What follows belongs to an exercise in optimizing a design on an open flow for small area; a production flow would make more cautious choices. The RTL was checked by simulation tests, not by an equivalence proof against the original design. Power is estimated from default activity; no workload was simulated.

### design/flow/config.mk
export PLATFORM = sky130hd
export DESIGN_NAME = data_mem_subsystem
export DESIGN_NICKNAME = data_mem_subsystem
export VERILOG_FILES = /design/flow/design.v
export SDC_FILE = /design/flow/constraint.sdc
export NUM_CORES = 4
export LEC_CHECK = 0
export CAP_MARGIN = 20
export CORE_MARGIN = 2
export CORE_UTILIZATION = 40
export SETUP_SLACK_MARGIN = 0.3
export SLEW_MARGIN = 20
### design/flow/constraint.sdc
create_clock -name core_clock -period 10.0 [get_ports {clock}]
set_input_delay 2.0000 -clock core_clock [delete_from_list [all_inputs] [get_ports {clock}]]
set_output_delay 2.0000 -clock core_clock [all_outputs]
set_load 0.01 [all_outputs]
### design/flow/design.v
module data_mem_subsystem #(
    parameter int MEM_LATENCY = 5    
) (
    input  logic       clock,
    input  logic       reset,
    input  logic       read,
    input  logic       write,
    input  logic [7:0] address,
    input  logic [7:0] writedata,
    output logic [7:0] readdata,
    output logic       busywait
);
    localparam int RL = 7;        
    logic [7:0]        valid_q;
    logic [7:0]        dirty_q;
    logic [7:0][2:0]   tag_q;
    logic [7:0][31:0]  data_q;
    logic [7:0][RL-1:0][31:0] rd_q;    
    logic [7:0][RL-1:0][2:0]  rt_q;    
    logic [2:0]  ph_q;                 
    logic        clr_q;                
    logic        busy_q;               
    logic [3:0]  cnt_q;                
    logic        pfill_q;              
    logic [2:0]  tag, idx;
    logic [1:0]  off;
    logic        req, cur_valid, cur_dirty, hit;
    logic [2:0]  cur_tag;
    logic [31:0] cur_data;
    assign tag = address[7:5];
    assign idx = address[4:2];
    assign off = address[1:0];
    assign req = read | write;
    assign cur_valid = valid_q[idx];
    assign cur_dirty = dirty_q[idx];
    assign cur_tag   = tag_q[idx];
    assign cur_data  = data_q[idx];
    assign hit = cur_valid & (cur_tag == tag);
    logic [7:0][31:0] tap_d;
    logic [7:0][2:0]  tap_t;
    always_comb begin
        for (int i = 0; i < 8; i++) begin
            tap_d[i] = rd_q[i][RL-1];
            tap_t[i] = clr_q ? ph_q + 3'd1 : rt_q[i][RL-1];
        end
    end
    logic start, fill_pend, self_fill, fill_now, st;
    assign start     = ~busy_q & ~pfill_q & req & ~hit;
    assign fill_pend = pfill_q | start;
    assign self_fill = ~cur_valid & (cur_tag == tag);
    assign fill_now  = fill_pend & (self_fill | (tap_t[idx] == tag));
    assign st  = write & ~busy_q & (hit | pfill_q);
    assign busywait = req & (busy_q | (~hit & ~pfill_q));
    logic [7:0] dirty_d;
    always_comb begin
        for (int i = 0; i < 8; i++)
            dirty_d[i] = ((idx == i) & st) | (dirty_q[i] & ~((idx == i) & fill_now));
    end
    logic [7:0] sw;                    
    always_comb begin
        for (int i = 0; i < 8; i++)
            sw[i] = clr_q | (fill_now & ~self_fill & (idx == i));
    end
    always_ff @(posedge clock) begin
        for (int i = 0; i < 8; i++) begin
            for (int k = 1; k < RL; k++) begin
                rd_q[i][k] <= rd_q[i][k-1];
                rt_q[i][k] <= rt_q[i][k-1];
            end
            rd_q[i][0] <= sw[i] ? data_q[i] : tap_d[i];
            rt_q[i][0] <= (fill_now && !self_fill && idx == i) ? tag_q[i] : tap_t[i];
        end
    end
    logic [7:0][31:0] datan_q;
    logic [3:0] st_l;                  
    logic [7:0] fl;                    
    logic [7:0][3:0] hold, fsel, ssel;
    logic [7:0][31:0] data_d;
    always_comb begin
        data_q = ~datan_q;
        for (int l = 0; l < 4; l++) st_l[l] = st & (off == l);
        for (int i = 0; i < 8; i++) fl[i] = fill_now & (idx == i);
        for (int i = 0; i < 8; i++)
            for (int l = 0; l < 4; l++) begin
                ssel[i][l] = st_l[l] & (idx == i);
                fsel[i][l] = fl[i] & ~self_fill & ~clr_q & ~st_l[l];
                hold[i][l] = ~clr_q & ~fl[i] & ~ssel[i][l];
                data_d[i][l*8 +: 8] = ({8{hold[i][l]}} & data_q[i][l*8 +: 8]) |
                                      ({8{fsel[i][l]}} & tap_d[i][l*8 +: 8]) |
                                      ({8{ssel[i][l]}} & writedata);
            end
    end
    always_ff @(posedge clock) datan_q <= ~data_d;
    always_comb begin
        readdata = 8'h00;
        for (int i = 0; i < 8; i++)
            for (int l = 0; l < 4; l++)
                readdata = readdata | ({8{read & (idx == i) & (off == l)}} & data_d[i][l*8 +: 8]);
    end
    always_ff @(posedge clock or posedge reset) begin
        if (reset) begin
            busy_q  <= 1'b0;
            cnt_q   <= '0;
            pfill_q <= 1'b0;
            valid_q <= '0;
            dirty_q <= '0;
            tag_q   <= '0;
            ph_q    <= '0;
            clr_q   <= 1'b1;
        end else begin
            if (clr_q) begin
                ph_q <= ph_q + 3'd1;
                if (ph_q == 3'd6) clr_q <= 1'b0;
            end
            if (busy_q) begin
                cnt_q <= cnt_q - 4'd1;
                if (cnt_q == 4'd0) busy_q <= 1'b0;
            end else if (start) begin
                busy_q <= 1'b1;
                cnt_q  <= (cur_valid & cur_dirty) ? 2 * MEM_LATENCY - 1 : MEM_LATENCY - 1;
            end
            pfill_q <= fill_pend & ~fill_now;
            if (fill_now) begin
                valid_q[idx] <= 1'b1;
                tag_q[idx]   <= tag;
            end
            dirty_q <= dirty_d;
        end
    end
endmodule
### design/flow/flow/run.sh
#!/bin/bash
# Own layout flow: the standard ORFS flow (standard.sh) with these changes
# to how the layout is made:
#  - synthesis maps the combinational logic with an area-oriented ABC script
#    (flow/abc_area_map.script in place of ORFS's abc_speed.script); the rest of
#    the synthesis script, and so every register and its name, is unchanged;
#  - clock tree: larger sink clusters on clkbuf_16 and no dummy loads;
#  - port buffers: buf_2 instead of the delay cell buffer_ports picks itself.
# The make run's full output goes to flow_make.log in the work folder; ORFS's
# per-step logs stay under orfs/logs.
set -euo pipefail
W=$PWD
rm -rf "$W/scripts_abc"
cp -r "$FLOW_HOME/scripts" "$W/scripts_abc"
cp "$W/flow/abc_area_map.script" "$W/scripts_abc/abc_speed.script"
export SCRIPTS_DIR="$W/scripts_abc"
export CTS_ARGS="-sink_clustering_enable -repair_clock_nets -dont_use_dummy_load -sink_clustering_size 34 -sink_clustering_max_diameter 60 -buf_list sky130_fd_sc_hd__clkbuf_16"
export BUFFER_PORTS_ARGS="-buffer_cell sky130_fd_sc_hd__buf_2"
bash standard.sh finish > flow_make.log 2>&1
### design/flow/flow/abc_area_map.script
strash
balance
dch -f
amap
topo
### design/flow/standard.sh
#!/bin/bash
# synth_recipe.tcl (not shown) runs the flow's synth.tcl, then flattens the netlist and writes it again
# the make line also repeats each setting of config.mk as NAME=value (left out here)
make -C /OpenROAD-flow-scripts/flow DESIGN_CONFIG=/design/flow/config.mk WORK_HOME=/design/flow/orfs CLKGATE_MAP_FILE= SYNTH_SCRIPT=/design/flow/synth_recipe.tcl "${@:-finish}"
==> results of run 1 <==
## flip-flops by register name, indices dropped and copies added, names as in the netlist, 3 cells and up
signal and cells:
rt_q 168, ph_q 3, dirty_q 8, tag_q 24, cnt_q 4, rd_q 1792
datan_q 256, valid_q 8
## synthesized netlist by cell type, types with 8 or more instances
cell and instances:
ha_1 11, a21oi_1 287, nor3_1 8, or2_0 19
nand4_1 8, dfrtp_1 49, a222oi_1 25, nor2_1 616
or3_1 69, dfxtp_1 2216, a221oi_1 233, clkinv_1 90
nor4_1 35, o21a_1 28, o22ai_1 187, nand2_1 19
## layer usage
layer / share of wire / up-vias
met1: 0.47 / 14000
met3: 0.067 / 273
li1: - / 14100
met2: 0.43 / 1001
met5: 0.00060 / -
met4: 0.038 / 6
## stage by stage
stage	util	TNS, ns
4_1_cts	0.445	0
3_5_place_dp	0.425	-0.00182
3_3_place_gp	0.425	0
6_report	0.446	0
2_1_floorplan	-	0
5_1_grt	0.446	0
## cells by family (layout without fill, tap and decap cells)
logic type,Yosys count,in the layout,synth area share
fa+ha+maj,11,11,0.00251
compound gates,795,795,0.0982
buf+inv,90,293,0.00617
other cells,0,1,0
simple gates,784,784,0.0602
flops,2266,2266,0.833
## final cells by class
type	count	area [sq um]
diodes	1	2.50
clock buffers	109	2730
fillers	12200	75100
repair buffers	94	643
multi-input cells	1590	8930
inverters	90	348
well taps	1781	2230
flip-flops and latches	2266	45600
## timing repair
item                                    CTS  global route
endpoints found under the setup margin    8             8
buffers inserted                          0             3
resized for setup                         7            19
## power breakdown
| part | internal [uW] | switching [uW] |
|---|---|---|
| combinational | 664 | 1010 |
| sequential | 11300 | 798 |
| clock | 1940 | 2550 |
## worst min-delay path by stage
stage,startpoint,end,slack (ns),depth (start not counted)
floorplan,rd_q[968],rd_q[1000],0.31,0
global placement,rd_q[685],rd_q[717],0.31,0
detailed placement,rd_q[1517],rd_q[1549],0.31,0
CTS,rd_q[1625],rd_q[1657],0.26,0
global route,rd_q[1625],rd_q[1657],0.26,0
finish,rd_q[1625],rd_q[1657],0.26,0
## critical path, delay by kind of cell
| kind | cells | cell delay, ns |
|---|---|---|
| AO/OA/AOI/OAI | 7 | 1.50 |
| AND/OR/NAND/NOR | 11 | 2.83 |
| buffers and inverters | 5 | 1.14 |
==> impl_metrics.csv, run 1 <==
group,metric,value,unit
final_layout,nNetsFinal,4182,
cts,holdBufCountCts,0,
synthesis,syn-instance-count,3946,
synthesis,synth_area_leaders,"dfxtp_1 81%, nor2_1 4.2%, a221oi_1 3.7%",
place,dpl_cell_area,57600,sq um
final_layout,syn_to_final_growth,10.5,%
floorplan,die_x,374,um
synthesis,yosys_warnings,1,
worst_hold_path,hold_class,"reg -> reg",
pwr,p_per_area,301,nW/um^2
final_layout,mostFrequentLayoutCell,"dfxtp_1",
worst_setup_path,path_max_fanout,17,
run_status,status,"no timing/DRC/antenna violations",
floorplan,rows,135,
final_layout,final_area,60500,sq um
floorplan,fp.dieArea,140000,sq um
detailed_routing,drc,0,
synthesis,syn_area_per_cell,13.9,sq um
synthesis,syn_area,54800,sq um
detailed_routing,vias,29400,
synthesis,syn_nets,3977,
floorplan,coreArea,136000,sq um
worst_setup_path,cpPeakStageDelay,0.62,ns
pwr,max-vdd-ir-drop,0.163,mV
worst_setup_path,cp_data_arrival_time,7.49,ns
worst_setup_path,regToRegSetupSlack,4.55,ns
global_routing,busiest_layer,"met2",
timing,min_period,9.49,ns
synthesis,ys_ff_latch,2266,
global_routing,grt_pass1_wl,170000,um
cts,cts_num_sinks,2266,
worst_setup_path,end_kind,"output pin",
detailed_routing,detail-route-antenna-nets,0,
synthesis,synth_top_cell_area_share,0.810,
worst_setup_path,worst_setup_path_start_kind,"input port",
global_routing,grt_max_degree,65,
floorplan,initial_core_util,0.404,
timing,max-slew-margin-rel,0.335,
global_routing,use_met2,0.237,
place,portBuffers,28,
cts,cts_tree,"done",
timing,timing.hold.ws,0.256,ns
global_routing,antenna_found_initial,5,
timing,fin_crit_sh,0.949,
timing,setup_ws,0.514,ns
worst_setup_path,critPathLaunch,"address[4]",
global_routing,met3_usage,0.0327,
final_layout,fin_cells,5931,
worst_setup_path,rr_endpoint,"rd_q[1350]",
cts,cts.path.max_buffers,3,
synthesis,synth-edff-count,0,
timing,final_hold_viol_count,0,
detailed_routing,wl_per_cell,19.3,um
floorplan,die_y,374,um
final_layout,drive_above_1_share,0.0571,
worst_setup_path,cpMostUsedCell,"nor2_1",
worst_setup_path,ff2ff_path_depth,15,
cts,htreeDepth,3,
pwr,total_power,18200,uW
worst_setup_path,cp.required,8.00,ns
detailed_routing,drtIter0Drc,2917,
cts,clk_pin_slew,0.12,ns
worst_setup_path,crit_type,"in -> out",
timing,worst_slew_pin_slew,0.998,ns
global_routing,use_met1,0.226,
synthesis,dominantRegCellSynth,"dfxtp_1",
pwr,p_leak,0.0236,uW
place,pre_cts_slack,-0.00182,ns
timing,clock.fmax,0.105,GHz
cts,cts-root-buf,"clkbuf_16",
cts,cts_buffers,109,
worst_setup_path,crit_chain,"buf_2 -> clkinv_1 -> o22ai_1 -> a22oi_1 -> o22ai_1 -> nor2_1 -> a211oi_1 -> o211ai_1 -> nor2b_1 -> nor2_1 -> nor2_1 -> nand2_1 -> nor2_1 -> clkinv_1 -> buf_4 -> nor2_1 -> or3_1 -> nor2_1 -> a221oi_1 -> o22ai_1 -> nor4_1 -> nand4_1 -> buf_2",
global_routing,grt_util_all_layers,0.159,
timing,clock-skew-final,0.121,ns
run,cap_violations,0,
synthesis,synth_top_cell_by_area,"dfxtp_1",
place,place_congestion,0.911,
synthesis,ys_seq_area_frac,0.833,
worst_setup_path,r2r_start,"clr_q",
detailed_routing,via_per_inst,4.95,
detailed_routing,first_pass_iters,6,
place,dp_cells,5818,
timing,report.final.slew_viol_count,0,
detailed_routing,wirelength,114000,um
timing,rsz0062_at_grt,"yes",
synthesis,ys_types,32,
place,post-dp-hpwl,72800,um
timing,finalSetupViolations,0,
floorplan,io_pins,29,
worst_setup_path,cp-endpoint,"readdata[3]",
global_routing,grt_pass1_vias,27400,
worst_setup_path,critPathSlowestCell,"nor4_1",
final_layout,final_cell_mix,"2,216 x dfxtp_1, 607 x nor2_1, 287 x a21oi_1",
global_routing,grt_overflow,0,
synthesis,synth-async-reset-ratio,0.0221,
cts,clk_latency,0.76,ns
==> run 2, diff against run 1 <==
--- a/design/flow/flow/run.sh
+++ b/design/flow/flow/run.sh
@@ -15,5 +15,5 @@
 cp "$W/flow/abc_area_map.script" "$W/scripts_abc/abc_speed.script"
 export SCRIPTS_DIR="$W/scripts_abc"
-export CTS_ARGS="-sink_clustering_enable -repair_clock_nets -dont_use_dummy_load -sink_clustering_size 34 -sink_clustering_max_diameter 60 -buf_list sky130_fd_sc_hd__clkbuf_16"
+export CTS_ARGS="-sink_clustering_enable -repair_clock_nets -dont_use_dummy_load -sink_clustering_size 17 -sink_clustering_max_diameter 45 -buf_list sky130_fd_sc_hd__clkbuf_8"
 export BUFFER_PORTS_ARGS="-buffer_cell sky130_fd_sc_hd__buf_2"
 bash standard.sh finish > flow_make.log 2>&1
==> run 2 against run 1 <==
Compared with the run above: worst hold slack worse by 0.022 ns; synthesized area unchanged; still clean; sequential power is essentially flat; first-iteration DRC count down 4.7%; core utilization decreased by 0.29 points; critical endpoint is now readdata[1]; setup slack better by 0.029 ns; critical path depth rose by 1; clock skew fell by 0.014 ns; clock-buffer cell count grew 61; sequential share of layout area increased by 0.50 points; routed wire length is 0.51% higher.
==> impl_metrics.csv, run 2 <==
group,metric,value,unit
synthesis,synth_area_leaders,"dfxtp_1 81%, nor2_1 4.2%, a221oi_1 3.7%",
worst_setup_path,cp.required,8.00,ns
cts,clk_pin_slew,0.09,ns
synthesis,syn_area,54800,sq um
cts,cts.path.max_buffers,3,
synthesis,yosys_warnings,1,
worst_setup_path,path_max_fanout,17,
timing,rsz0062_at_grt,"yes",
synthesis,synth_top_cell_area_share,0.810,
global_routing,antenna_found_initial,7,
final_layout,final_cell_mix,"2,216 x dfxtp_1, 607 x nor2_1, 287 x a21oi_1",
worst_setup_path,crit_type,"in -> out",
pwr,max-vdd-ir-drop,0.110,mV
floorplan,coreArea,136000,sq um
detailed_routing,drc,0,
final_layout,regMostFlops,"rd_q",
floorplan,initial_core_util,0.404,
global_routing,grt_overflow,0,
synthesis,ys_types,32,
final_layout,nNetsFinal,4243,
floorplan,die_y,374,um
timing,timing.hold.ws,0.234,ns
global_routing,grt_max_degree,65,
detailed_routing,first_pass_iters,9,
place,pre_cts_slack,-0.00182,ns
worst_setup_path,critPathSlowestCell,"nor4_1",
timing,worst_slew_pin_slew,1.00,ns
worst_setup_path,cp_num_buf_inv,6,
place,post-dp-hpwl,72800,um
cts,cts_tree,"done",
timing,clock-skew-final,0.107,ns
synthesis,syn_area_per_cell,13.9,sq um
synthesis,syn_nets,3977,
timing,fin_tns_setup,0,ns
cts,clk_latency,0.90,ns
pwr,total_power,17800,uW
cts,cts-root-buf,"clkbuf_8",
final_layout,top_regs,"rd_q: 1792 flops, datan_q: 256 flops, rt_q: 168 flops",
cts,holdBufCountCts,0,
synthesis,syn-instance-count,3946,
timing,fin_crit_sh,0.946,
floorplan,rows,135,
worst_setup_path,crit_chain,"buf_2 -> clkinv_1 -> o22ai_1 -> a22oi_1 -> o22ai_1 -> nor2_1 -> a211oi_1 -> o211ai_1 -> nor2b_1 -> nor2_1 -> nor2_1 -> nand2_1 -> nor2_1 -> clkinv_1 -> nor2_1 -> buf_4 -> or3_1 -> nor2_1 -> a221oi_1 -> o22ai_1 -> nor4_1 -> buf_4 -> nand4_1 -> buf_2",
cts,cts_buffers,170,
cts,htreeDepth,4,
run_status,status,"no timing/DRC/antenna violations",
worst_setup_path,cpPeakStageDelay,0.51,ns
pwr,p_leak,0.0235,uW
detailed_routing,via_per_inst,4.93,
synthesis,synth_top_cell_by_area,"dfxtp_1",
worst_setup_path,worst_setup_path_start_kind,"input port",
detailed_routing,vias,29600,
worst_setup_path,cpMostUsedCell,"nor2_1",
detailed_routing,wirelength,115000,um
final_layout,syn_to_final_growth,9.73,%
place,portBuffers,28,
final_layout,fill_cells,12200,
timing,max-slew-margin-rel,0.332,
timing,setup_ws,0.543,ns
global_routing,grt_pass1_wl,171000,um
worst_setup_path,cp_top_family,"simple AND/OR/NAND/NOR gates",
place,place_congestion,0.911,
worst_hold_path,hold_class,"reg -> reg",
global_routing,grt_util_all_layers,0.161,
timing,clock.fmax,0.106,GHz
worst_setup_path,cp_data_arrival_time,7.46,ns
synthesis,yosys-top-cells-count,"2,216 x dfxtp_1, 616 x nor2_1, 287 x a21oi_1",
synthesis,dominantRegCellSynth,"dfxtp_1",
synthesis,ys_seq_area_frac,0.833,
synthesis,synth-async-reset-ratio,0.0221,
final_layout,largest_reg_flops,1792,
floorplan,io_pins,29,
cts,cts_num_sinks,2266,
timing,final_hold_viol_count,0,
worst_setup_path,end_kind,"output pin",
timing,min_period,9.46,ns
detailed_routing,drtIter0Drc,2779,
detailed_routing,detail-route-antenna-nets,0,
final_layout,mostFrequentLayoutCell,"dfxtp_1",
synthesis,synth_most_common_cell,"dfxtp_1",
pwr,p_per_area,296,nW/um^2
final_layout,drive_above_1_share,0.0703,
global_routing,grt_pass1_vias,27800,
timing,report.final.slew_viol_count,0,
detailed_routing,wl_per_cell,19.2,um
synthesis,ys_ff_latch,2266,
floorplan,fp.dieArea,140000,sq um
run,cap_violations,0,
timing,finalSetupViolations,0,
synthesis,synth-edff-count,0,
floorplan,die_x,374,um
run 2: cell types whose count changed in the layout (fill, tap and decap cells not counted):
cell       previous run  this run
clkbuf_16           109         0
nor4_2                7         5
nor4_1               28        30
diode_2               1         2
clkbuf_8              0       170
run 2: repair_timing:
action,4_1_cts,5_1_grt
endpoints found under the hold margin,0,0
buffers inserted,0,3
resized for setup,7,17
endpoints found under the setup margin,8,8
run 2: per-stage QoR:
stage	util	area [sq um]	cells
4_1_cts	0.442	60000	5988
6_report	0.443	60100	5993
2_1_floorplan	-	54800	3946
3_5_place_dp	0.425	57600	5818
5_1_grt	0.443	60100	5993
3_3_place_gp	0.425	57600	5818
run 2: final timing paths:
path,slack (ns),to,cells after the start,start
max in group asynchronous,8.17,dirty_q[5],2,reset
min,0.23,rd_q[1655],0,rd_q[1623]
max reg2reg,4.42,rd_q[1587],17,clr_q
min reg2reg,0.23,rd_q[1655],0,rd_q[1623]
max,0.54,readdata[1],24,address[4]
min in group asynchronous,1.25,tag_q[6],2,reset
run 2: cell type report:
type	instances	area [sq um]	share of cell area
sequential	2266	45600	0.759
multi-input combinational	1590	8920	0.148
clock buffer	170	2340	0.0389
tap	1781	2230	0.0371
timing repair buffer	94	643	0.0107
inverter	90	348	0.00579
antenna	2	5.00	0.0000833
run 2: layer usage:
metal  part of all wire  vias up  wire length (um)  GRT usage
met5            0.00060        -                69    0.00240
met1               0.47    14000             53900      0.228
met4              0.035        6              4060     0.0704
met2               0.42     1070             48900      0.235
met3              0.071      309              8110     0.0360
li1                   -    14200                 -          -
run 2: report_power, final:
part	total, uW	internal [uW]	leakage [uW]	switching [uW]
Combinational	1670	664	0.00354	1010
Sequential	12100	11300	0.0187	795
Clock	4070	1520	0.00122	2550
run 2: logic make-up after synthesis:
group / count (synthesis) / synth area share
flip-flops: 2266 / 0.833
AO/OA/AOI/OAI: 795 / 0.0982
AND/OR/NAND/NOR: 784 / 0.0602
buffers and inverters: 90 / 0.00617
adder cells (fa/ha/maj): 11 / 0.00251
run 2: worst register-to-register path: cells and delay by family (launching register included):
kind / cells / cell delay [ns]
buf+inv: 1 / 0.18
compound gates: 9 / 1.50
simple gates: 7 / 2.73
flops: 1 / 1.06
==> run 3, diff against run 2 <==
--- a/design/flow/flow/run.sh
+++ b/design/flow/flow/run.sh
@@ -15,5 +15,5 @@
 cp "$W/flow/abc_area_map.script" "$W/scripts_abc/abc_speed.script"
 export SCRIPTS_DIR="$W/scripts_abc"
-export CTS_ARGS="-sink_clustering_enable -repair_clock_nets -dont_use_dummy_load -sink_clustering_size 17 -sink_clustering_max_diameter 45 -buf_list sky130_fd_sc_hd__clkbuf_8"
+export CTS_ARGS="-sink_clustering_enable -repair_clock_nets -dont_use_dummy_load -sink_clustering_size 21 -sink_clustering_max_diameter 55 -buf_list sky130_fd_sc_hd__clkbuf_8"
 export BUFFER_PORTS_ARGS="-buffer_cell sky130_fd_sc_hd__buf_2"
 bash standard.sh finish > flow_make.log 2>&1
==> run 3 against run 2 <==
Compared with the run above: sequential share of layout area grew 0.52 points; synthesized area unchanged; global-route usage down 0.095 points; via count shrank 0.54%; synthesized cell count is the same; critical endpoint is now readdata[3].
==> impl_metrics.csv, run 3 <==
group,metric,value,unit
pwr,max-vdd-ir-drop,0.122,mV
worst_setup_path,crit_type,"in -> out",
cts,cts.path.max_buffers,3,
detailed_routing,vias,29400,
pwr,p_per_area,292,nW/um^2
synthesis,syn-instance-count,3946,
final_layout,final_cell_mix,"2,216 x dfxtp_1, 607 x nor2_1, 287 x a21oi_1",
synthesis,synthSimpleGateAreaFrac,0.0602,
pwr,p_leak,0.0233,uW
run_status,status,"no timing/DRC/antenna violations",
worst_setup_path,worst_setup_path_start_kind,"input port",
timing,worst_slew_pin_slew,0.983,ns
final_layout,nNetsFinal,4212,
global_routing,grt_overflow,0,
worst_setup_path,cp_num_buf_inv,5,
floorplan,die_y,374,um
global_routing,grt_util_all_layers,0.160,
floorplan,rows,135,
synthesis,ys_types,32,
detailed_routing,wl_per_cell,19.2,um
place,portBuffers,28,
worst_setup_path,cpPeakStageDelay,0.81,ns
cts,cts_tree,"done",
final_layout,fill_cells,12300,
worst_setup_path,ff2ff_path_depth,17,
timing,clock-skew-final,0.121,ns
pwr,switching_share,0.245,
worst_setup_path,cp_data_arrival_time,7.50,ns
global_routing,antenna_found_initial,7,
worst_setup_path,critPathSlowestCell,"nor4_1",
timing,fin_crit_sh,0.950,
worst_setup_path,rr_endpoint,"rd_q[1587]",
synthesis,dominantRegCellSynth,"dfxtp_1",
timing,report.final.slew_viol_count,0,
timing,rsz0062_at_grt,"yes",
final_layout,regMostFlops,"rd_q",
floorplan,coreArea,136000,sq um
cts,clk_latency,0.87,ns
timing,finalSetupViolations,0,
worst_setup_path,crit_chain,"buf_2 -> clkinv_1 -> o22ai_1 -> a22oi_1 -> o22ai_1 -> nor2_1 -> a211oi_1 -> o211ai_1 -> nor2b_1 -> nor2_1 -> nor2_1 -> nand2_1 -> nor2_1 -> clkinv_1 -> nor2_1 -> buf_4 -> or3_1 -> nor2_1 -> a221oi_1 -> o22ai_1 -> nor4_1 -> nand4_1 -> buf_2",
synthesis,synth_top_cell_area_share,0.810,
worst_setup_path,cp_top_family,"simple AND/OR/NAND/NOR gates",
place,post-dp-hpwl,72800,um
final_layout,syn_to_final_growth,8.99,%
detailed_routing,drtIter0Drc,2900,
floorplan,die_x,374,um
detailed_routing,drc,0,
synthesis,synth_xor_area_frac,0,
synthesis,synth_top_cell_by_area,"dfxtp_1",
cts,cts_num_sinks,2266,
floorplan,io_pins,29,
place,place_congestion,0.911,
detailed_routing,detail-route-antenna-nets,0,
timing,min_period,9.50,ns
pwr,total_power,17500,uW
timing,fin_tns_setup,0,ns
worst_setup_path,end_kind,"output pin",
detailed_routing,first_pass_iters,9,
worst_hold_path,hold_class,"reg -> reg",
final_layout,drive_above_1_share,0.0639,
global_routing,grt_pass1_wl,170000,um
worst_setup_path,cp.required,8.00,ns
worst_hold_path,hold_end,"rd_q[971]",
synthesis,syn_area_per_cell,13.9,sq um
detailed_routing,wirelength,114000,um
cts,clk_pin_slew,0.11,ns
worst_setup_path,regToRegSetupSlack,4.43,ns
synthesis,synth_most_common_cell,"dfxtp_1",
final_layout,largest_reg_flops,1792,
timing,clock.fmax,0.105,GHz
cts,cts_buffers,139,
timing,max-slew-margin-rel,0.344,
global_routing,grt_pass1_vias,27400,
synthesis,ys_ff_latch,2266,
detailed_routing,via_per_inst,4.93,
worst_setup_path,r2r_start,"clr_q",
pwr,p_int,13200,uW
worst_hold_path,worstHoldPathCells,0,
synthesis,synthMuxAreaShare,0,
pwr,p_comb_frac,0.096,
synthesis,synth_top_family_by_area,"compound AO/OA/AOI/OAI gates",
pwr,pwr-share-clk,0.214,
synthesis,yosys_warnings,1,
synthesis,synthAdderAreaFrac,0.00251,
worst_hold_path,hold_path_startpoint,"rd_q[939]",
synthesis,synth_compound_area_frac,0.0982,
cts,htreeDepth,4,
floorplan,initial_core_util,0.404,
synthesis,synth_area_leaders,"dfxtp_1 81%, nor2_1 4.2%, a221oi_1 3.7%",
worst_setup_path,cpMostUsedCell,"nor2_1",
synthesis,synth-async-reset-ratio,0.0221,
synthesis,syn_nets,3977,
global_routing,grt_max_degree,65,
final_layout,mostFrequentLayoutCell,"dfxtp_1",
synthesis,syn_area,54800,sq um
cts,holdBufCountCts,0,
cts,cts-root-buf,"clkbuf_8",
floorplan,fp.dieArea,140000,sq um
synthesis,yosys-top-cells-count,"2,216 x dfxtp_1, 616 x nor2_1, 287 x a21oi_1",
timing,timing.hold.ws,0.204,ns
pwr,p_seq_frac,0.690,
final_layout,top_regs,"rd_q: 1792 flops, datan_q: 256 flops, rt_q: 168 flops",
run,cap_violations,0,
synthesis,synth-edff-count,0,
timing,final_hold_viol_count,0,
worst_setup_path,path_max_fanout,17,
synthesis,ys_seq_area_frac,0.833,
pwr,power.net_switching,4280,uW
run 3: cell counts after synthesis:
Identical to the previous run, type by type.
run 3: worst max path at each step:
| stage | startpoint | endpoint | slack, ns | depth (start not counted) |
|---|---|---|---|---|
| after floorplan | address[2] | readdata[6] | 1.65 | 17 |
| after global placement | address[4] | readdata[7] | 0.004 | 23 |
| after detailed placement | address[4] | readdata[7] | -0.002 | 23 |
| after CTS | address[4] | readdata[2] | 0.33 | 23 |
| after global routing | address[4] | readdata[1] | 0.24 | 22 |
| final | address[4] | readdata[3] | 0.50 | 23 |
run 3: layer usage:
| metal | global-route usage | vias up | routed length, um |
|---|---|---|---|
| li1 | - | 14100 | - |
| met1 | 0.226 | 14000 | 53800 |
| met2 | 0.235 | 1038 | 48900 |
| met3 | 0.0361 | 276 | 7840 |
| met4 | 0.0650 | 6 | 3930 |
| met5 | 0.00240 | - | 51 |
run 3: power by group through the flow:
stage | Sequential, uW | Clock, uW | Combinational (uW)
5_1_grt | 12300 | 4210 | 1860
6_report | 12000 | 3740 | 1680
2_1_floorplan | 11900 | 0 | 1130
3_3_place_gp | 12200 | 0 | 1620
4_1_cts | 12100 | 3880 | 1660
3_5_place_dp | 12200 | 0 | 1650
run 3: final cells by class:
type	count	area, sq um	area share
Tap cell	1781	2230	0.0373
Clock buffer	139	1910	0.0320
Inverter	90	348	0.00583
Antenna cell	5	12.5	0.000210
Timing Repair Buffer	94	643	0.0108
Sequential cell	2266	45600	0.764
Multi-Input combinational cell	1590	8930	0.150
run 3: worst register-to-register path, stage by stage, from the launching register on:
cell	delay, ns
dfstp_2	1.06
nand2_1	0.60
o21a_1	0.29
o22ai_1	0.23
a22oi_1	0.13
nor2_1	0.11
a221oi_1	0.08
nand2_1	0.09
o21ai_0	0.09
a211oi_1	0.18
a21o_1	0.17
o21ai_2	0.07
buf_4	0.18
or2_0	0.41
nor2_1	0.71
or2_4	0.69
nor2_1	0.10
a21oi_1	0.25
run 3: metrics by stage:
step / setup slack [ns] / utilization / instance area [sq um] / std cells
final: 0.501 / 0.440 / 59700 / 5965
after CTS: 0.333 / 0.439 / 59600 / 5957
after floorplan: 1.65 / - / 54800 / 3946
after detailed placement: -0.00182 / 0.425 / 57600 / 5818
after global routing: 0.244 / 0.440 / 59700 / 5962
after global placement: 0.00357 / 0.425 / 57600 / 5818
run 3: logic make-up (layout without fill, tap and decap cells):
family          Yosys count  in the layout
other cells               0              5
buf+inv                  90            323
simple gates            784            784
fa+ha+maj                11             11
compound gates          795            795
flops                  2266           2266
run 3: repair_timing:
action / in CTS / in global routing
setup endpoints to repair: 8 / 8
gates cloned: 0 / 0
gates resized for setup: 7 / 19
setup buffers: 0 / 3
==> run 4, diff against run 3 <==
--- a/design/flow/flow/run.sh
+++ b/design/flow/flow/run.sh
@@ -15,5 +15,5 @@
 cp "$W/flow/abc_area_map.script" "$W/scripts_abc/abc_speed.script"
 export SCRIPTS_DIR="$W/scripts_abc"
-export CTS_ARGS="-sink_clustering_enable -repair_clock_nets -dont_use_dummy_load -sink_clustering_size 21 -sink_clustering_max_diameter 55 -buf_list sky130_fd_sc_hd__clkbuf_8"
+export CTS_ARGS="-sink_clustering_enable -repair_clock_nets -dont_use_dummy_load -sink_clustering_size 10 -sink_clustering_max_diameter 35 -buf_list sky130_fd_sc_hd__clkbuf_4"
 export BUFFER_PORTS_ARGS="-buffer_cell sky130_fd_sc_hd__buf_2"
 bash standard.sh finish > flow_make.log 2>&1
==> run 4 against run 3 <==
Compared with the run above: synthesized cell count stayed put; clock skew increased by 0.024 ns; fmax is 0.67% lower.
==> impl_metrics.csv, run 4 <==
group,metric,value,unit
run_status,status,"no timing/DRC/antenna violations",
timing,finalSetupViolations,0,
timing,min_period,9.56,ns
global_routing,grt_overflow,0,
floorplan,fp.dieArea,140000,sq um
global_routing,antenna_found_initial,7,
synthesis,ys_types,32,
cts,clk_latency,1.23,ns
place,post-dp-hpwl,72800,um
place,pre_cts_slack,-0.00182,ns
worst_setup_path,end_kind,"output pin",
synthesis,ys_ff_latch,2266,
timing,final_hold_viol_count,0,
timing,clock.fmax,0.105,GHz
worst_setup_path,regToRegSetupSlack,4.73,ns
global_routing,grt_max_degree,65,
worst_setup_path,cp_data_arrival_time,7.56,ns
worst_setup_path,rr_endpoint,"rd_q[1590]",
detailed_routing,first_pass_iters,6,
place,portBuffers,28,
floorplan,die_y,374,um
detailed_routing,wl_per_cell,18.9,um
synthesis,synth-edff-count,0,
run,cap_violations,0,
synthesis,yosys-top-cells-count,"2,216 x dfxtp_1, 616 x nor2_1, 287 x a21oi_1",
timing,clock-skew-final,0.146,ns
final_layout,final_util,0.443,
worst_setup_path,ff2ff_path_depth,15,
cts,htreeDepth,5,
synthesis,synth-async-reset-ratio,0.0221,
cts,holdBufCountCts,0,
synthesis,synth_area_leaders,"dfxtp_1 81%, nor2_1 4.2%, a221oi_1 3.7%",
place,dpl_cell_area,57600,sq um
synthesis,syn-instance-count,3946,
pwr,p_per_area,295,nW/um^2
cts,cts_tree,"done",
final_layout,regMostFlops,"rd_q",
floorplan,rows,135,
final_layout,nNetsFinal,4374,
synthesis,syn_area,54800,sq um
final_layout,drive_above_1_share,0.0991,
pwr,max-vdd-ir-drop,0.105,mV
floorplan,initial_core_util,0.404,
worst_hold_path,hold_class,"reg -> reg",
detailed_routing,detail-route-antenna-nets,0,
global_routing,grt_util_all_layers,0.163,
global_routing,grt_pass1_vias,28900,
worst_setup_path,critPathLaunch,"address[4]",
timing,worst_slew_pin_slew,1.03,ns
timing,setup_ws,0.437,ns
worst_setup_path,cp.required,8.00,ns
synthesis,yosys_warnings,1,
cts,cts.path.max_buffers,4,
worst_setup_path,r2r_start,"clr_q",
cts,clk_pin_slew,0.10,ns
synthesis,ys_seq_area_frac,0.833,
global_routing,grt_pass1_wl,174000,um
synthesis,synth_top_cell_area_share,0.810,
synthesis,syn_nets,3977,
cts,cts-root-buf,"clkbuf_4",
final_layout,final_area,60100,sq um
floorplan,coreArea,136000,sq um
final_layout,final_cell_mix,"2,216 x dfxtp_1, 608 x nor2_1, 301 x clkbuf_4",
synthesis,dominantRegCellSynth,"dfxtp_1",
worst_setup_path,worst_setup_path_start_kind,"input port",
cts,cts_num_sinks,2266,
cts,cts_buffers,301,
detailed_routing,vias,30300,
final_layout,mostFrequentLayoutCell,"dfxtp_1",
detailed_routing,drc,0,
timing,rsz0062_at_grt,"yes",
pwr,total_power,17700,uW
pwr,p_leak,0.0237,uW
floorplan,die_x,374,um
timing,report.final.slew_viol_count,0,
worst_hold_path,worstHoldPathCells,0,
timing,fin_crit_sh,0.956,
place,place_congestion,0.911,
synthesis,syn_area_per_cell,13.9,sq um
detailed_routing,wirelength,116000,um
final_layout,syn_to_final_growth,9.65,%
detailed_routing,drtIter0Drc,2698,
worst_setup_path,crit_type,"in -> out",
detailed_routing,via_per_inst,4.95,
floorplan,io_pins,29,
final_layout,top_regs,"rd_q: 1792 flops, datan_q: 256 flops, rt_q: 168 flops",
worst_hold_path,hold_end,"rd_q[1789]",
synthesis,synth_most_common_cell,"dfxtp_1",
worst_hold_path,hold_path_startpoint,"rd_q[1757]",
timing,max-slew-margin-rel,0.313,
synthesis,synth_top_cell_by_area,"dfxtp_1",
worst_setup_path,path_max_fanout,17,
final_layout,largest_reg_flops,1792,
-- run 4: cells by family after synthesis --
kind of cell             count (synthesis)  share of synthesized area
AO/OA/AOI/OAI                          795                     0.0982
adder cells (fa/ha/maj)                 11                    0.00251
buffers and inverters                   90                    0.00617
flip-flops                            2266                      0.833
AND/OR/NAND/NOR                        784                     0.0602
-- run 4: layer usage --
metal | routed length (um) | global-route usage | part of all wire
met1 | 53800 | 0.226 | 0.46
met2 | 49600 | 0.239 | 0.43
met3 | 8310 | 0.0402 | 0.072
met4 | 4030 | 0.0780 | 0.035
met5 | 69 | 0.00240 | 0.00060
-- run 4: worst max-delay path by stage --
stage / end / slack [ns] / cells after the start
floorplan: readdata[6] / 1.65 / 17
global placement: readdata[7] / 0.004 / 23
detailed placement: readdata[7] / -0.002 / 23
CTS: readdata[7] / 0.32 / 22
global route: readdata[2] / 0.20 / 23
finish: readdata[2] / 0.44 / 23
-- run 4: stage by stage --
stage          hold slack (ns)  instances  TNS [ns]
2_1_floorplan            0.310       3946         0
3_3_place_gp             0.309       5818         0
3_5_place_dp             0.312       5818  -0.00182
4_1_cts                  0.179       6119         0
5_1_grt                  0.191       6127         0
6_report                 0.192       6127         0
-- run 4: cell type report --
class / count / area (sq um)
repair buffers: 94 / 643
fillers: 12300 / 75600
clock buffers: 301 / 2260
inverters: 90 / 348
well taps: 1781 / 2230
multi-input cells: 1590 / 8940
diodes: 5 / 12.5
flip-flops and latches: 2266 / 45600
-- run 4: report_power, final --
group | internal (uW) | switching (uW)
combinational | 665 | 1010
sequential | 11300 | 793
clock | 1390 | 2600
-- run 4: worst max-delay path, cell delays in order --
cell	delay, ns
buf_2	0.29
clkinv_1	0.24
o22ai_1	0.23
a22oi_1	0.12
o22ai_1	0.18
nor2_1	0.08
a211oi_1	0.23
o211ai_1	0.18
nor2b_1	0.19
nor2_1	0.06
nor2_1	0.12
nand2_1	0.30
nor2_1	0.25
clkinv_1	0.16
buf_4	0.23
nor2_1	0.51
or3_1	0.39
nor2_1	0.07
a221oi_1	0.35
o22ai_1	0.16
nor4_1	0.61
nand4_1	0.36
buf_2	0.25
-- run 4: repair_timing --
action / CTS / global route
endpoints found under the hold margin: 0 / 0
cloned: 0 / 0
setup endpoints to repair: 8 / 8
setup buffers: 0 / 3
gates resized for setup: 7 / 21
==> run 5, diff against run 4 <==
--- a/design/flow/flow/run.sh
+++ b/design/flow/flow/run.sh
@@ -15,5 +15,5 @@
 cp "$W/flow/abc_area_map.script" "$W/scripts_abc/abc_speed.script"
 export SCRIPTS_DIR="$W/scripts_abc"
-export CTS_ARGS="-sink_clustering_enable -repair_clock_nets -dont_use_dummy_load -sink_clustering_size 10 -sink_clustering_max_diameter 35 -buf_list sky130_fd_sc_hd__clkbuf_4"
+export CTS_ARGS="-sink_clustering_enable -repair_clock_nets -dont_use_dummy_load -sink_clustering_size 12 -sink_clustering_max_diameter 40 -buf_list {sky130_fd_sc_hd__clkbuf_4 sky130_fd_sc_hd__clkbuf_8}"
 export BUFFER_PORTS_ARGS="-buffer_cell sky130_fd_sc_hd__buf_2"
 bash standard.sh finish > flow_make.log 2>&1
==> run 5 against run 4 <==
Compared with the run above: core utilization up 0.55 points; non-clock buffer count unchanged; clock-buffer cell count down 82; combinational power about the same; fmax up 0.41%; die area unchanged; power up 3.4%; flip-flop and latch count unchanged; final area up 1.2%; register-to-register slack worse by 0.26 ns; critical endpoint is now readdata[7].
==> impl_metrics.csv, run 5 <==
group,metric,value,unit
timing,fin_crit_sh,0.952,
pwr,max-vdd-ir-drop,0.143,mV
floorplan,rows,135,
floorplan,die_y,374,um
timing,timing.hold.ws,0.260,ns
synthesis,ys_seq_area_frac,0.833,
synthesis,synth_area_leaders,"dfxtp_1 81%, nor2_1 4.2%, a221oi_1 3.7%",
timing,finalSetupViolations,0,
place,post-dp-hpwl,72800,um
detailed_routing,via_per_inst,4.94,
run_status,status,"no timing/DRC/antenna violations",
worst_setup_path,crit_type,"in -> out",
cts,cts_buffers,219,
floorplan,io_pins,29,
final_layout,regMostFlops,"rd_q",
place,place_congestion,0.911,
final_layout,syn_to_final_growth,11.0,%
place,portBuffers,28,
global_routing,antenna_found_initial,6,
final_layout,final_util,0.448,
final_layout,multiInputGateArea,8940,sq um
cts,htreeDepth,4,
final_layout,fill_cells,12200,
synthesis,synth-async-reset-ratio,0.0221,
worst_setup_path,cp_top_family,"simple AND/OR/NAND/NOR gates",
worst_setup_path,worst_setup_path_start_kind,"input port",
floorplan,initial_core_util,0.404,
final_layout,largest_reg_flops,1792,
detailed_routing,drc,0,
synthesis,yosys-top-cells-count,"2,216 x dfxtp_1, 616 x nor2_1, 287 x a21oi_1",
synthesis,synth-edff-count,0,
cts,cts_tree,"done",
worst_setup_path,path_max_fanout,17,
timing,max-slew-margin-rel,0.345,
detailed_routing,detail-route-antenna-nets,0,
timing,min_period,9.52,ns
run,cap_violations,0,
place,dpl_cell_area,57600,sq um
final_layout,mostFrequentLayoutCell,"dfxtp_1",
worst_setup_path,cp_num_buf_inv,6,
synthesis,ys_types,32,
worst_setup_path,end_kind,"output pin",
cts,clk_latency,0.91,ns
timing,final_hold_viol_count,0,
cts,cts-root-buf,"clkbuf_8",
synthesis,dominantRegCellSynth,"dfxtp_1",
worst_setup_path,critPathSlowestCell,"nor4_2",
floorplan,die_x,374,um
final_layout,nNetsFinal,4292,
detailed_routing,drtIter0Drc,2640,
timing,clock.fmax,0.105,GHz
synthesis,syn_nets,3977,
place,dp_cells,5818,
final_layout,drive_above_1_share,0.0819,
synthesis,syn-instance-count,3946,
timing,clock-skew-final,0.0978,ns
synthesis,synth_top_cell_area_share,0.810,
global_routing,grt_pass1_wl,172000,um
worst_setup_path,cpMostUsedCell,"nor2_1",
cts,cts_num_sinks,2266,
worst_setup_path,cp.required,8.00,ns
synthesis,syn_area,54800,sq um
synthesis,ys_ff_latch,2266,
synthesis,yosys_warnings,1,
final_layout,final_cell_mix,"2,216 x dfxtp_1, 605 x nor2_1, 287 x a21oi_1",
pwr,p_leak,0.0238,uW
global_routing,grt_max_degree,65,
cts,clk_pin_slew,0.07,ns
timing,rsz0062_at_grt,"no",
timing,report.final.slew_viol_count,0,
final_layout,top_regs,"rd_q: 1792 flops, datan_q: 256 flops, rt_q: 168 flops",
global_routing,grt_util_all_layers,0.162,
worst_setup_path,cp_data_arrival_time,7.52,ns
synthesis,synth_most_common_cell,"dfxtp_1",
worst_setup_path,cpPeakStageDelay,0.49,ns
synthesis,synth_top_cell_by_area,"dfxtp_1",
worst_setup_path,crit_chain,"buf_2 -> clkinv_1 -> o22ai_1 -> a22oi_1 -> o22ai_1 -> nor2_1 -> a211oi_1 -> o211ai_1 -> nor2b_1 -> nor2_1 -> nor2_1 -> nand2_1 -> nor2_1 -> clkinv_1 -> nor2_1 -> buf_4 -> or3_1 -> nor2_1 -> a221oi_1 -> o22ai_1 -> nor4_2 -> buf_4 -> nand4_1 -> buf_2",
worst_hold_path,hold_class,"reg -> reg",
detailed_routing,wirelength,115000,um
detailed_routing,vias,29900,
synthesis,syn_area_per_cell,13.9,sq um
pwr,p_per_area,301,nW/um^2
cts,holdBufCountCts,0,
final_layout,seq_area,45600,sq um
floorplan,coreArea,136000,sq um
final_layout,final_area,60800,sq um
timing,worst_slew_pin_slew,0.983,ns
global_routing,grt_pass1_vias,28300,
timing,fin_tns_setup,0,ns
cts,cts.path.max_buffers,3,
floorplan,fp.dieArea,140000,sq um
detailed_routing,first_pass_iters,6,
global_routing,grt_overflow,0,
final_layout,fin_cells,6046,
detailed_routing,wl_per_cell,19.1,um
==> run 5: changes by cell type in the layout (fill, tap and decap cells not counted) <==
cell,change
nor2_1,-3
dfstp_4,-1
clkbuf_8,+219
dfstp_2,+1
clkbuf_4,-301
diode_2,+1
a221oi_2,-2
a221oi_1,+2
nor2_2,+3
==> run 5: power breakdown <==
group / internal (uW) / switching (uW)
Combinational: 664 / 1010
Sequential: 11300 / 795
Clock: 1940 / 2640
Total: 13900 / 4440
==> run 5: final timing paths <==
| check | start | endpoint | slack [ns] | cells after the start |
|---|---|---|---|---|
| worst max-delay path | address[4] | readdata[7] | 0.48 | 24 |
| worst min-delay path | rd_q[1531] | rd_q[1563] | 0.26 | 0 |
| worst max register to register | clr_q | rd_q[1573] | 4.47 | 15 |
| worst min register to register | rd_q[1531] | rd_q[1563] | 0.26 | 0 |
| max in group asynchronous | reset | tag_q[18] | 8.19 | 2 |
| min in group asynchronous | reset | tag_q[3] | 1.24 | 2 |
==> run 5: repair_timing <==
item | CTS | global route
resized for setup | 7 | 21
setup buffers | 0 | 3
setup endpoints to repair | 8 | 8
==> run 5: stage by stage <==
stage / setup WS (ns) / total power [uW]
after global routing: 0.298 / 19200
after floorplan: 1.65 / 13100
after detailed placement: -0.00182 / 13900
after global placement: 0.00357 / 13800
after CTS: 0.333 / 18500
final: 0.476 / 18300
==> run 5: area by class of cell <==
type / count / area share
Timing Repair Buffer: 94 / 0.0106
Sequential cell: 2266 / 0.750
Tap cell: 1781 / 0.0367
Antenna cell: 6 / 0.000247
Inverter: 90 / 0.00572
Clock buffer: 219 / 0.0496
Multi-Input combinational cell: 1590 / 0.147
==> run 5: kinds of logic (layout without fill, tap and decap cells) <==
kind of cell,Yosys count,after routing,share of synthesized area
other cells,0,6,0
fa+ha+maj,11,11,0.00251
simple gates,784,784,0.0602
compound gates,795,795,0.0982
buf+inv,90,403,0.00617
flops,2266,2266,0.833
==> run 5: routing by layer <==
metal / vias to the layer above / track usage / share of wire
li1: 14300 / - / -
met3: 306 / 0.0390 / 0.073
met4: 6 / 0.0698 / 0.034
met5: - / 0.00240 / 0.00058
met1: 14200 / 0.226 / 0.47
met2: 1093 / 0.238 / 0.43
==> run 6, diff against run 5 <==
--- a/design/flow/flow/run.sh
+++ b/design/flow/flow/run.sh
@@ -15,5 +15,5 @@
 cp "$W/flow/abc_area_map.script" "$W/scripts_abc/abc_speed.script"
 export SCRIPTS_DIR="$W/scripts_abc"
-export CTS_ARGS="-sink_clustering_enable -repair_clock_nets -dont_use_dummy_load -sink_clustering_size 12 -sink_clustering_max_diameter 40 -buf_list {sky130_fd_sc_hd__clkbuf_4 sky130_fd_sc_hd__clkbuf_8}"
+export CTS_ARGS="-sink_clustering_enable -repair_clock_nets -dont_use_dummy_load -sink_clustering_size 19 -sink_clustering_max_diameter 50 -buf_list sky130_fd_sc_hd__clkbuf_8"
 export BUFFER_PORTS_ARGS="-buffer_cell sky130_fd_sc_hd__buf_2"
 bash standard.sh finish > flow_make.log 2>&1
==> run 6 against run 5 <==
Compared with the run above: via count decreased by 1.1%; flip-flop and latch count unchanged; core utilization decreased by 0.67 points; synthesized cell count unchanged; first-iteration DRC count increased by 3.1%; non-clock buffer count unchanged; synthesized area unchanged; combinational power about the same; largest cell class unchanged; largest power group unchanged.
==> impl_metrics.csv, run 6 <==
group,metric,value,unit
run_status,status,"no timing/DRC/antenna violations",
final_layout,final_area,59900,sq um
synthesis,synth-edff-count,0,
synthesis,synth_top_cell_by_area,"dfxtp_1",
floorplan,fp.dieArea,140000,sq um
global_routing,grt_max_degree,65,
detailed_routing,drc,0,
pwr,max-vdd-ir-drop,0.119,mV
pwr,p_per_area,294,nW/um^2
detailed_routing,via_per_inst,4.94,
final_layout,top_regs,"rd_q: 1792 flops, datan_q: 256 flops, rt_q: 168 flops",
synthesis,ys_ff_latch,2266,
final_layout,final_cell_mix,"2,216 x dfxtp_1, 605 x nor2_1, 287 x a21oi_1",
worst_setup_path,path_max_fanout,17,
synthesis,dominantRegCellSynth,"dfxtp_1",
cts,clk_pin_slew,0.10,ns
floorplan,coreArea,136000,sq um
timing,setup_ws,0.573,ns
synthesis,synth_xor_area_frac,0,
timing,report.final.slew_viol_count,0,
worst_setup_path,cp.required,8.00,ns
final_layout,drive_above_1_share,0.0677,
final_layout,largest_reg_flops,1792,
run,cap_violations,0,
worst_setup_path,cpPeakStageDelay,0.48,ns
worst_setup_path,critPathSlowestCell,"nor4_2",
place,dpl_cell_area,57600,sq um
detailed_routing,vias,29500,
detailed_routing,wl_per_cell,19.2,um
worst_setup_path,crit_type,"in -> out",
synthesis,synth-async-reset-ratio,0.0221,
timing,fin_tns_setup,0,ns
place,pre_cts_slack,-0.00182,ns
worst_hold_path,hold_class,"reg -> reg",
detailed_routing,detail-route-antenna-nets,0,
global_routing,grt_util_all_layers,0.160,
timing,clock-skew-final,0.101,ns
worst_setup_path,cp_data_arrival_time,7.43,ns
final_layout,regMostFlops,"rd_q",
global_routing,antenna_found_initial,4,
synthesis,yosys_warnings,1,
final_layout,syn_to_final_growth,9.34,%
timing,clock.fmax,0.106,GHz
cts,cts_num_sinks,2266,
detailed_routing,first_pass_iters,8,
synthesis,synth_top_cell_area_share,0.810,
synthesis,syn_area_per_cell,13.9,sq um
timing,finalSetupViolations,0,
place,post-dp-hpwl,72800,um
global_routing,grt_pass1_vias,27600,
synthesis,synth_area_leaders,"dfxtp_1 81%, nor2_1 4.2%, a221oi_1 3.7%",
cts,clk_latency,0.88,ns
pwr,p_leak,0.0234,uW
worst_setup_path,end_kind,"output pin",
floorplan,io_pins,29,
floorplan,die_x,374,um
worst_setup_path,cpMostUsedCell,"nor2_1",
synthesis,ys_seq_area_frac,0.833,
final_layout,fin_cells,5975,
cts,holdBufCountCts,0,
synthesis,yosys-top-cells-count,"2,216 x dfxtp_1, 616 x nor2_1, 287 x a21oi_1",
synthesis,syn-instance-count,3946,
place,place_congestion,0.911,
worst_setup_path,crit_chain,"buf_2 -> clkinv_1 -> o22ai_1 -> a22oi_1 -> o22ai_1 -> nor2_1 -> a211oi_1 -> o211ai_1 -> nor2b_1 -> nor2_1 -> nor2_1 -> nand2_1 -> nor2_1 -> clkinv_1 -> nor2_1 -> buf_4 -> or3_1 -> nor2_1 -> a221oi_1 -> o22ai_1 -> nor4_2 -> buf_4 -> nand4_1 -> buf_2",
synthesis,synthSimpleGateAreaFrac,0.0602,
floorplan,initial_core_util,0.404,
place,dp_cells,5818,
timing,max-slew-margin-rel,0.318,
worst_setup_path,regToRegSetupSlack,4.47,ns
synthesis,syn_area,54800,sq um
global_routing,grt_pass1_wl,170000,um
synthesis,synthAdderAreaFrac,0.00251,
worst_setup_path,worst_setup_path_start_kind,"input port",
final_layout,mostFrequentLayoutCell,"dfxtp_1",
detailed_routing,drtIter0Drc,2721,
timing,rsz0062_at_grt,"no",
synthesis,ys_types,32,
floorplan,rows,135,
synthesis,synthMuxAreaShare,0,
cts,htreeDepth,4,
timing,fin_crit_sh,0.943,
global_routing,grt_overflow,0,
cts,cts_buffers,153,
timing,final_hold_viol_count,0,
synthesis,synth_top_family_by_area,"compound AO/OA/AOI/OAI gates",
cts,cts.path.max_buffers,3,
synthesis,syn_nets,3977,
cts,cts-root-buf,"clkbuf_8",
synthesis,synth_most_common_cell,"dfxtp_1",
final_layout,nNetsFinal,4226,
timing,worst_slew_pin_slew,1.02,ns
detailed_routing,wirelength,115000,um
floorplan,die_y,374,um
synthesis,synth_compound_area_frac,0.0982,
timing,min_period,9.43,ns
place,portBuffers,28,
cts,cts_tree,"done",
run 6: changes by cell type in the layout (fill, tap and decap cells not counted):
cell,previous run,this run
a221oi_1,229,228
a221oi_2,4,5
clkbuf_8,219,153
diode_2,6,1
run 6: report_power, final:
part           total [uW]  switching, uW  internal (uW)
registers           12000            793          11300
logic                1670           1010            664
clock network        3890           2520           1380
total               17600           4320          13300
run 6: through the flow:
| stage | power [uW] | hold WS (ns) | util |
|---|---|---|---|
| after global placement | 13800 | 0.309 | 0.425 |
| after floorplan | 13100 | 0.310 | - |
| after detailed placement | 13900 | 0.312 | 0.425 |
| after global routing | 18500 | 0.249 | 0.442 |
| final | 17600 | 0.244 | 0.442 |
| after CTS | 17800 | 0.244 | 0.440 |
run 6: cell families (layout without fill, tap and decap cells):
logic type,after synthesis,after routing
AO/OA/AOI/OAI,795,795
adder cells (fa/ha/maj),11,11
buffers and inverters,90,337
flip-flops,2266,2266
other,0,1
AND/OR/NAND/NOR,784,784
run 6: layout make-up:
class	instances	area, sq um
diodes	1	2.50
clock buffers	153	2110
fillers	12300	75800
inverters	90	348
multi-input cells	1590	8940
flip-flops and latches	2266	45600
well taps	1781	2230
repair buffers	94	643
run 6: layer usage:
metal,GRT usage,routed length (um),vias up
met5,0.00240,69,-
li1,-,-,14100
met1,0.226,53000,14000
met3,0.0344,8340,329
met4,0.0695,4440,6
met2,0.237,48700,1037
run 6: what timing repair did:
item | 4_1_cts | 5_1_grt
resized for setup | 8 | 21
buffers inserted | 0 | 3
hold endpoints to repair | 0 | 0
endpoints found under the setup margin | 8 | 8
run 6: worst paths after layout:
check,from,end,cells past startpoint
worst max-delay path,address[4],readdata[7],24
max in group asynchronous,reset,tag_q[18],2
worst min-delay path,rd_q[1623],rd_q[1655],0
min in group asynchronous,reset,tag_q[3],2
worst max register to register,clr_q,rd_q[1350],15
worst min register to register,rd_q[1623],rd_q[1655],0
run 6: critical path, delay by kind of cell:
family	cells	cell delay, ns
buf+inv	6	1.45
simple gates	11	2.39
compound gates	7	1.57

[re-timing with driven ports]
The flow's constraints put no driver on any port. The routed layouts listed below were extracted and timed again, unchanged, in two steps. Step 1, drivers: a clkbuf_16 drives clock and a buf_2 each remaining input, both assumed. Step 2 times the ports against the registers' clock, not the clock port: input delays grow and output delays shrink by t, the midpoint of the rising clock arrivals with the driver on. Slacks: no drivers / after step 1 / after step 2; pairs: no drivers / after step 1.
| run | t, ns | slack for setup (ns) | worst setup path at the end | clock arrival spread, ns | worst register clock-pin slew, ns |
|---|---|---|---|---|---|
| run 1 | 0.769 | 0.514 / 0.477 / 0.477 | input to output | 0.121 / 0.121 | 0.12 / 0.12 |
| run 2 | 0.915 | 0.543 / 0.507 / 0.507 | input to output | 0.113 / 0.112 | 0.10 / 0.10 |
| run 3 | 0.880 | 0.501 / 0.467 / 0.467 | input to output | 0.137 / 0.138 | 0.12 / 0.12 |
| run 4 | 1.232 | 0.437 / 0.402 / 0.402 | input to output | 0.147 / 0.148 | 0.12 / 0.12 |
| run 5 | 0.928 | 0.476 / 0.439 / 0.439 | input to output | 0.103 / 0.103 | 0.08 / 0.08 |
| run 6 | 0.891 | 0.573 / 0.537 / 0.537 | input to output | 0.109 / 0.109 | 0.12 / 0.12 |
After both steps every run listed still meets setup and hold.
